This design comes from an exercise in tuning for small area on the open sky130 flow, not from production work. The RTL was checked by simulation tests, not by an equivalence proof against the original design. No activity file was given, so power comes from the tool's default toggle rates.

==> v38: inputs <==
Design stdp_synapse_top, start of the top module:
module stdp_synapse_top #(
  parameter int          N_SYN       = 16,     
  parameter logic [15:0] INIT_WEIGHT = 16'd2,
  parameter logic [7:0]  LFSR_SEED   = 8'hFF
) (
  input  logic               clock,
  input  logic               rst,
  input  logic               shift,
  input  logic               post_spike,
  input  logic               learn,
  input  logic [N_SYN-1:0]   pre_spike,
  input  stdp_pkg::syn_idx_t syn_sel,
  input  stdp_pkg::syn_idx_t rd_sel,
  output stdp_pkg::weight_t  rd_weight,
  output logic               upd_valid,
  output logic               upd_fire,
  output logic               upd_up
);
Settings: LEC_CHECK=0, CAP_MARGIN=0, CORE_MARGIN=2, CORE_UTILIZATION=40, SLEW_MARGIN=0; clock period 7.0 ns.
standard.sh (not shown) runs the stock make flow with config.mk's settings and CLKGATE_MAP_FILE= SYNTH_SCRIPT=/design/flow/synth_recipe.tcl, a recipe that flattens the netlist after the stock synthesis.
==> flow/flow/run.sh <==
#!/bin/bash
# Layout: the standard flow (standard.sh), with these changes passed to
# ORFS through its own variables:
#  - synthesis: the standard flow's script, but ABC maps the logic with area.abc
#  - clock tree: no dummy loads, and leaf clusters sized for this design
#  - port buffers: the smallest buffer cell instead of the resizer's pick
# Each tool's output stays in ORFS's own logs (orfs/logs/...); the make output
# of the whole run goes to standard.log.
set -euo pipefail
HERE="$(cd "$(dirname "${BASH_SOURCE[0]}")" && pwd)"
source "$HERE/knobs.sh"
export CTS_ARGS
export BUFFER_PORTS_ARGS
export OWN_ABC_SCRIPT="$HERE/area.abc"
export FLOW_SYNTH_TCL="$PWD/synth_recipe.tcl"
sed "s|SYNTH_SCRIPT=[^ ]*|SYNTH_SCRIPT=$HERE/synth.tcl|" standard.sh > standard_own.sh
grep -q "SYNTH_SCRIPT=$HERE/synth.tcl" standard_own.sh
bash standard_own.sh > standard.log 2>&1
==> flow/flow/area.abc <==
strash
balance
rewrite
refactor
balance
rewrite
rewrite -z
balance
refactor -z
rewrite -z
balance
balance
rewrite
refactor
balance
rewrite
rewrite -z
balance
refactor -z
rewrite -z
balance
&get -n
&st
&dch -f
&nf -a -p -R 1000
&put
==> flow/flow/knobs.sh <==
CTS_ARGS="-sink_clustering_enable -repair_clock_nets -dont_use_dummy_load -buf_list sky130_fd_sc_hd__clkbuf_16 -sink_clustering_size 25 -sink_clustering_max_diameter 100"
BUFFER_PORTS_ARGS="-buffer_cell sky130_fd_sc_hd__buf_1"
==> flow/flow/synth.tcl <==
# The standard flow's synthesis (synth_recipe.tcl, sourced below) with one change: the ABC
# script that maps the logic is area.abc instead of ORFS's speed script.
# Flip-flops are mapped before ABC runs, so the registers are the same.
proc abc {args} {
  set i [lsearch -exact $args -script]
  if { $i >= 0 && [regexp {abc_(speed|area)\.script$} [lindex $args [expr {$i + 1}]]] } {
    lset args [expr {$i + 1}] $::env(OWN_ABC_SCRIPT)
  }
  yosys abc {*}$args
}
source $::env(FLOW_SYNTH_TCL)
==> v4 (differences from v38) <==
--- a/flow/design.v
+++ b/flow/design.v
@@ -1,13 +1,12 @@
 package stdp_pkg;
   localparam int HIST_LEN  = 16;  
   localparam int MAX_DT    = 12;  
   localparam int SYN_IDX_W = 4;   
   localparam int WEIGHT_W  = 16;
   localparam int DT_W      = $clog2(MAX_DT + 1);
-  localparam logic [3:0] AGE_NONE = 4'd6;  
   typedef logic [HIST_LEN-1:0]  hist_t;     
   typedef logic [SYN_IDX_W-1:0] syn_idx_t;
   typedef logic [DT_W-1:0]      dt_t;       
   typedef logic [7:0]           prob_t;     
   typedef logic [WEIGHT_W-1:0]  weight_t;   
 endpackage
@@ -26,77 +25,54 @@
 );
   logic [3:0] post_q;
   logic [3:0] pre_q [N_SYN];
   function automatic logic [3:0] age_next(input logic [3:0] a, input logic s);
     if (s)
       age_next = 4'd0;
+    else if (a == 4'd15)
+      age_next = 4'd15;
     else
-      age_next = {~a[1], ~(a[0] ^ a[3]), a[2], ~a[0] & ~(a[1] & a[2])};
+      age_next = a + 4'd1;
   endfunction
   always_ff @(posedge clock)
   begin
     if (rst)
     begin
-      post_q <= stdp_pkg::AGE_NONE;
+      post_q <= 4'd15;
       for (int i = 0; i < N_SYN; i++)
       begin
-        pre_q[i] <= stdp_pkg::AGE_NONE;
+        pre_q[i] <= 4'd15;
       end
     end
     else if (shift)
     begin
       post_q <= age_next(post_q, post_spike);
       for (int i = 0; i < N_SYN; i++)
       begin
         pre_q[i] <= age_next(pre_q[i], pre_spike[i]);
       end
     end
   end
   assign post_age = post_q;
-  always_comb
-  begin
-    pre_age = '0;
-    for (int i = 0; i < N_SYN; i++)
-      pre_age = pre_age | (pre_q[i] & {4{syn_sel == i}});
-  end
+  assign pre_age  = pre_q[syn_sel];
 endmodule
 `timescale 1ns/1ps
 module spike_timing (
   input  logic       [3:0] post_age,
   input  logic       [3:0] pre_age,
   output logic             pair_any,   
   output logic             pair_ltd,   
   output stdp_pkg::dt_t    pair_dt     
 );
   logic post_new;
   logic pre_new;
-  logic [3:0] srch;  
   assign post_new = (post_age == 4'd0);
   assign pre_new  = (pre_age == 4'd0);
   assign pair_any = post_new | pre_new;
   assign pair_ltd = ~post_new & pre_new;
-  assign srch     = post_new ? pre_age : post_age;
-  always_comb
-  begin
-    case (srch)
-      4'd0:    pair_dt = 4'd0;
-      4'd13:   pair_dt = 4'd1;
-      4'd14:   pair_dt = 4'd2;
-      4'd2:    pair_dt = 4'd3;
-      4'd5:    pair_dt = 4'd4;
-      4'd10:   pair_dt = 4'd5;
-      4'd1:    pair_dt = 4'd6;
-      4'd8:    pair_dt = 4'd7;
-      4'd9:    pair_dt = 4'd8;
-      4'd12:   pair_dt = 4'd9;
-      4'd11:   pair_dt = 4'd10;
-      4'd4:    pair_dt = 4'd11;
-      4'd15:   pair_dt = 4'd12;
-      default: pair_dt = 4'd15;  
-    endcase
-  end
+  assign pair_dt  = post_new ? pre_age : post_age;
 endmodule
 `timescale 1ns/1ps
 module plasticity_decision #(
   parameter logic [7:0] LFSR_SEED = 8'hFF  
 ) (
   input  logic                clock,
@@ -163,22 +139,13 @@
       4'd11:   ltd_prob = 8'd73;
       4'd12:   ltd_prob = 8'd64;
       default: ltd_prob = 8'd0;
     endcase
   end
   assign prob = pair_ltd ? ltd_prob : ltp_prob;
-  logic gt;
-  always_comb
-  begin
-    gt = 1'b0;
-    for (int k = 0; k < 8; k++)
-    begin
-      gt = (prob[k] & ~lfsr_n[k]) | (~(prob[k] ^ lfsr_n[k]) & gt);
-    end
-  end
-  assign hit  = learn & pair_any & gt;
+  assign hit  = learn & pair_any & (prob > lfsr_n);
   always_ff @(posedge clock)
   begin
     if (rst)
     begin
       p_valid   <= 1'b0;
       p_hit     <= 1'b0;
@@ -216,52 +183,31 @@
 );
   stdp_pkg::weight_t mem [N_SYN];
   stdp_pkg::weight_t cur;    
   stdp_pkg::weight_t wdata;  
   logic              sat;    
   logic [N_SYN-1:0]  we;
-  logic [N_SYN-1:0] upd_oh;  
-  logic [N_SYN-1:0] rd_oh;   
-  always_comb
-  begin
-    cur       = '0;
-    rd_weight = '0;
-    for (int i = 0; i < N_SYN; i++)
-    begin
-      upd_oh[i] = (upd_index == i);
-      rd_oh[i]  = (rd_sel == i);
-      cur       = cur | (mem[i] & {16{upd_oh[i]}});
-      rd_weight = rd_weight | (mem[i] & {16{rd_oh[i]}});
-    end
-  end
-  logic [16:0] carry;
-  always_comb
-  begin
-    carry[0] = 1'b1;
-    for (int k = 0; k < 16; k++)
-    begin
-      carry[k+1] = carry[k] & ~(cur[k] ^ upd_up);
-    end
-  end
-  assign sat   = carry[16];  
-  assign wdata = rst ? INIT_WEIGHT : (cur ^ carry[15:0]);
+  assign cur   = mem[upd_index];
+  assign sat   = upd_up ? (&cur) : ~(|cur);
+  assign wdata = rst ? INIT_WEIGHT : (upd_up ? cur + 16'd1 : cur - 16'd1);
   always_comb
   begin
     for (int i = 0; i < N_SYN; i++)
     begin
-      we[i] = rst | (upd_fire & ~sat & upd_oh[i]);
+      we[i] = rst | (upd_fire & ~sat & (upd_index == i));
     end
   end
   always_ff @(posedge clock)
   begin
     for (int i = 0; i < N_SYN; i++)
     begin
       if (we[i])
         mem[i] <= wdata;
     end
   end
+  assign rd_weight = mem[rd_sel];
 endmodule
 `timescale 1ns/1ps
 module stdp_synapse_top #(
   parameter int          N_SYN       = 16,     
   parameter logic [15:0] INIT_WEIGHT = 16'd2,
   parameter logic [7:0]  LFSR_SEED   = 8'hFF
==> flow/run.sh (new file) <==
#!/bin/bash
# synth_recipe.tcl (not shown) runs the flow's synth.tcl, then flattens the netlist and writes it again
# the make line also repeats each setting of config.mk as NAME=value (left out here)
make -C /OpenROAD-flow-scripts/flow DESIGN_CONFIG=/design/flow/config.mk WORK_HOME=/design/flow/orfs CLKGATE_MAP_FILE= SYNTH_SCRIPT=/design/flow/synth_recipe.tcl finish
Settings changed: CAP_MARGIN 0 to 20, SLEW_MARGIN 0 to 20.
removed: flow/flow/run.sh
removed: flow/flow/area.abc
removed: flow/flow/knobs.sh
removed: flow/flow/synth.tcl
removed: flow/standard.sh
==> summary.txt <==
Slowest cell on crit path -> nor2_1
outcome -> no timing/DRC/antenna violations
Post-Synthesis Cell Area -> 0.01835 mm²
Hold Path Origin -> decide0.p_index[2]$_DFF_P_
fin cells -> 2337
highest routed layer -> met5
Internal Power -> 4.122 mW
# the run above: v4

==> summary.txt <==
gr ovfl total -> 0
vias in the first global route -> 10.99k
Post-Synthesis Cell Area -> 0.01480 mm²
clock buffer count -> 17
outcome -> no timing/DRC/antenna violations
signal buffers share of area -> 3.539%
Hold Path Origin -> decide0.p_up$_DFF_P_
Slowest cell on crit path -> a21o_1
highest routed layer -> met4
die area -> 0.03855 mm²
fin cells -> 1737
Internal Power -> 3.052 mW
# the run above: v38

[afterwards: timing with drivers on the ports]
How much do the figures lean on ideal ports? The routed layouts below were timed once more, with nothing changed but the port constraints. Step 1 (the two cells are an assumption about what drives the block):
set clk [get_ports {clock}]
set_driving_cell -lib_cell sky130_fd_sc_hd__clkbuf_16 $clk
set_driving_cell -lib_cell sky130_fd_sc_hd__buf_2 [delete_from_list [all_inputs] $clk]
Step 2 also shifts input and output timing later by t, the mid clock arrival at the registers, as if the neighbouring blocks saw the same clock. Three values: ideal ports, drivers, drivers and shift; two values: the first two.
run	shift t [ns]	setup slack, ns	worst setup path at the end
v38	0.562	0.845 / 0.845 / 0.544	input to register
v4	0.619	1.069 / 1.038 / 0.754	input to register
After both steps setup and hold are still met in every run listed. For v4, which loses most, drivers alone change the setup slack by -0.031 ns; drivers and shift together by -0.315 ns.
